Source: an optimization exercise on an open RTL-to-GDS flow (aim: small area, a short achievable clock period and few clock cycles per item). Production flows keep margins and buffers that such runs may drop. Only simulation tests tie the RTL to the original design; equivalence was not proved.

==> flow/design.v (excerpt) <==
module hsb_to_rgb_converter
(
    input  logic               clk,
    input  logic               rst_n,
    input  logic               in_valid,
    output logic               in_ready,
    input  logic [HUE_W-1:0]   hue_degrees,
    input  logic [PCT_W-1:0]   saturation_pct,
    input  logic [PCT_W-1:0]   brightness_pct,
    output logic               out_valid,
    input  logic               out_ready,
    output logic [LEVEL_W-1:0] red_level,
    output logic [LEVEL_W-1:0] green_level,
    output logic [LEVEL_W-1:0] blue_level
);
Size: ~1,600 cells after synthesis, roughly 130 flip-flops, roughly 53 I/O pins, about 17,000 µm² of cells after synthesis.
Settings: LEC_CHECK=0, ABC_CLOCK_PERIOD_IN_PS=3000, CAP_MARGIN=20, CORE_MARGIN=2, CORE_UTILIZATION=40, SETUP_SLACK_MARGIN=5, SLEW_MARGIN=20; clock period 10.0 ns.
standard.sh (not shown) runs the stock make flow with config.mk's settings and CLKGATE_MAP_FILE= SYNTH_SCRIPT=/design/flow/synth_recipe.tcl, a recipe that flattens the netlist after the stock synthesis.
==> flow/flow/run.sh <==
#!/bin/bash
set -euo pipefail
bash standard.sh SYNTH_ARGS=-noabc SETUP_SLACK_MARGIN=5.45 "BUFFER_PORTS_ARGS=-buffer_cell sky130_fd_sc_hd__buf_2" finish > layout.log 2>&1
Testbench counts at the start, summed over its fixed seeds: cycles 24,024, items 24,000.
Then changed:
Settings changed: CTS_BUF_LIST set to sky130_fd_sc_hd__clkbuf_8.
Global-route usage hardly moves.
Synthesized area does not change.
Core utilization fell by 0.45 points.
Routed wire length decreases by 0.99%.

* * *

run A:
Starting RTL as in the previous note.
Settings: LEC_CHECK=0, ABC_CLOCK_PERIOD_IN_PS=3000, CAP_MARGIN=5, CORE_MARGIN=2, CORE_UTILIZATION=40, CTS_BUF_LIST=sky130_fd_sc_hd__clkbuf_8, SETUP_SLACK_MARGIN=5, SLEW_MARGIN=5; clock period 10.0 ns.
==> flow/flow/run.sh <==
#!/bin/bash
set -euo pipefail
bash standard.sh SYNTH_ARGS=-noabc SETUP_SLACK_MARGIN=5.55 "BUFFER_PORTS_ARGS=-buffer_cell sky130_fd_sc_hd__buf_2" finish > layout.log 2>&1
Testbench counts of run A, summed over its fixed seeds: cycles 24,024, items 24,000.
The inputs of run B differ from those of run A as listed below.
# run A
export LEC_CHECK = 0
export ABC_CLOCK_PERIOD_IN_PS = 3000
export CAP_MARGIN = 5
export CORE_MARGIN = 2
export CORE_UTILIZATION = 40
export CTS_BUF_LIST = sky130_fd_sc_hd__clkbuf_8
export SETUP_SLACK_MARGIN = 5
export SLEW_MARGIN = 5
create_clock -name core_clock -period 10.0 [get_ports {clk}]
# run B
export LEC_CHECK = 0
export ABC_CLOCK_PERIOD_IN_PS = 3000
export CAP_MARGIN = 20
export CORE_MARGIN = 2
export CORE_UTILIZATION = 50
export CTS_BUF_LIST = sky130_fd_sc_hd__clkbuf_8
export SETUP_SLACK_MARGIN = 5
export SLEW_MARGIN = 20
create_clock -name core_clock -period 10.0 [get_ports {clk}]
### Flow results
Summary of the comparison: actual slew at the worst max-slew pin is lower in run B, relative to run A. Against run A as the reference, run B delivers a higher overall routed net length. Area of the core (run B over run A): decrease, 0.0083 mm2. Area enclosed by the die boundary on run B is ahead of run A. Final critical path time including I/O delays and setup: run B > run A.
What run C does differently from run B at the input level:
# run B
export LEC_CHECK = 0
export ABC_CLOCK_PERIOD_IN_PS = 3000
export CAP_MARGIN = 20
export CORE_MARGIN = 2
export CORE_UTILIZATION = 50
export CTS_BUF_LIST = sky130_fd_sc_hd__clkbuf_8
export SETUP_SLACK_MARGIN = 5
export SLEW_MARGIN = 20
create_clock -name core_clock -period 10.0 [get_ports {clk}]
# run C
export LEC_CHECK = 0
export ABC_CLOCK_PERIOD_IN_PS = 3000
export CAP_MARGIN = 5
export CORE_MARGIN = 2
export CORE_UTILIZATION = 40
export CTS_BUF_LIST = sky130_fd_sc_hd__clkbuf_8
export SETUP_SLACK_MARGIN = 5
export SLEW_MARGIN = 5
create_clock -name core_clock -period 10.0 [get_ports {clk}]
==> flow/flow/run.sh <==
#!/bin/bash
set -euo pipefail
bash standard.sh SYNTH_ARGS=-noabc SETUP_SLACK_MARGIN=5.5 "BUFFER_PORTS_ARGS=-buffer_cell sky130_fd_sc_hd__buf_2" finish > layout.log 2>&1
==> comparison <==
Taking run B as the reference, in run C number of clock buffers inserted by TritonCTS closely matched the old numbers, initial antenna violation count increased 1, height of the chip now larger. In the reports for run C and run B, the larger remaining max-slew budget at the tightest pin belongs to run B. Run C: done, clean on timing, DRC and antenna. Number of global-route vias before repair: run C vs run B up 299. Looking at design area, run C sits 170 um2 lower than run B does.
#### Input delta (run D over run C)
# run C
export LEC_CHECK = 0
export ABC_CLOCK_PERIOD_IN_PS = 3000
export CAP_MARGIN = 5
export CORE_MARGIN = 2
export CORE_UTILIZATION = 40
export CTS_BUF_LIST = sky130_fd_sc_hd__clkbuf_8
export SETUP_SLACK_MARGIN = 5
export SLEW_MARGIN = 5
create_clock -name core_clock -period 10.0 [get_ports {clk}]
# run D
export LEC_CHECK = 0
export ABC_CLOCK_PERIOD_IN_PS = 3000
export CAP_MARGIN = 20
export CORE_MARGIN = 2
export CORE_UTILIZATION = 40
export SETUP_SLACK_MARGIN = 5
export SLEW_MARGIN = 20
create_clock -name core_clock -period 10.0 [get_ports {clk}]
==> flow/flow/run.sh <==
#!/bin/bash
set -euo pipefail
bash standard.sh SYNTH_ARGS=-noabc SETUP_SLACK_MARGIN=5.7 "BUFFER_PORTS_ARGS=-buffer_cell sky130_fd_sc_hd__buf_2" finish > layout.log 2>&1
### Flow results
- Slew at the pin closest to its max-slew limit delta for run D relative to run C: 61 ps lower
- Run C → run D: max-slew headroom at the worst pin shows an increase of 4.1 points; non-clock buffer total of the final layout moved up.
Modified inputs, run E compared to run D
# run D
export LEC_CHECK = 0
export ABC_CLOCK_PERIOD_IN_PS = 3000
export CAP_MARGIN = 20
export CORE_MARGIN = 2
export CORE_UTILIZATION = 40
export SETUP_SLACK_MARGIN = 5
export SLEW_MARGIN = 20
create_clock -name core_clock -period 10.0 [get_ports {clk}]
# run E
export LEC_CHECK = 0
export ABC_CLOCK_PERIOD_IN_PS = 3000
export CAP_MARGIN = 20
export CORE_MARGIN = 2
export CORE_UTILIZATION = 40
export CTS_BUF_LIST = sky130_fd_sc_hd__clkbuf_8
export SETUP_SLACK_MARGIN = 5
export SLEW_MARGIN = 20
create_clock -name core_clock -period 10.0 [get_ports {clk}]
==> flow/flow/run.sh <==
#!/bin/bash
set -euo pipefail
bash standard.sh SYNTH_ARGS=-noabc SETUP_SLACK_MARGIN=5.6 "BUFFER_PORTS_ARGS=-buffer_cell sky130_fd_sc_hd__buf_2" finish > layout.log 2>&1
Findings:
- Re cell area: run E and run D aren't equal, and the higher value belongs to run D.
- Comparing run E and run D, clock-cell share of area is higher on run D.
- Re sequential cell count of the final layout: no difference whatsoever between run E and run D.
- Between run E and run D, the met2 global-route usage is higher for run E.

[what the ideal ports hide]
Ports are ideal in the flow. The routed layouts listed here were re-timed in OpenROAD.
Step 1, drivers: a clkbuf_16 drives clk and a buf_2 each remaining input, both assumed.
Step 2 moves the port delays by t, midway between the first and last clock arrival at a register: inputs arrive t later, outputs are due t later. That takes back most of the time a late clock gives input paths.
Slacks: no drivers / after step 1 / after step 2; pairs: no drivers / after step 1.
run | shift t [ns] | setup slack, ns | worst setup path at the end | cell pins on the clock port's net
the first run of note 1 | 0.481 | 5.487 / 5.465 / 5.465 | input to output | 1
the second run of note 1 | 0.525 | 5.489 / 5.466 / 5.466 | input to output | 1
run A | 0.500 | 5.569 / 5.550 / 5.550 | input to output | 1
run B | 0.491 | 5.546 / 5.511 / 5.459 | input to register | 1
run C | 0.524 | 5.540 / 5.518 / 5.518 | input to output | 1
run D | 0.482 | 5.633 / 5.601 / 5.601 | input to output | 1
run E | 0.510 | 5.551 / 5.513 / 5.513 | input to output | 1
After both steps every run listed still meets setup and hold. The setup slack of run B, which loses most, moves by -0.035 ns with the drivers and by -0.087 ns with both steps.
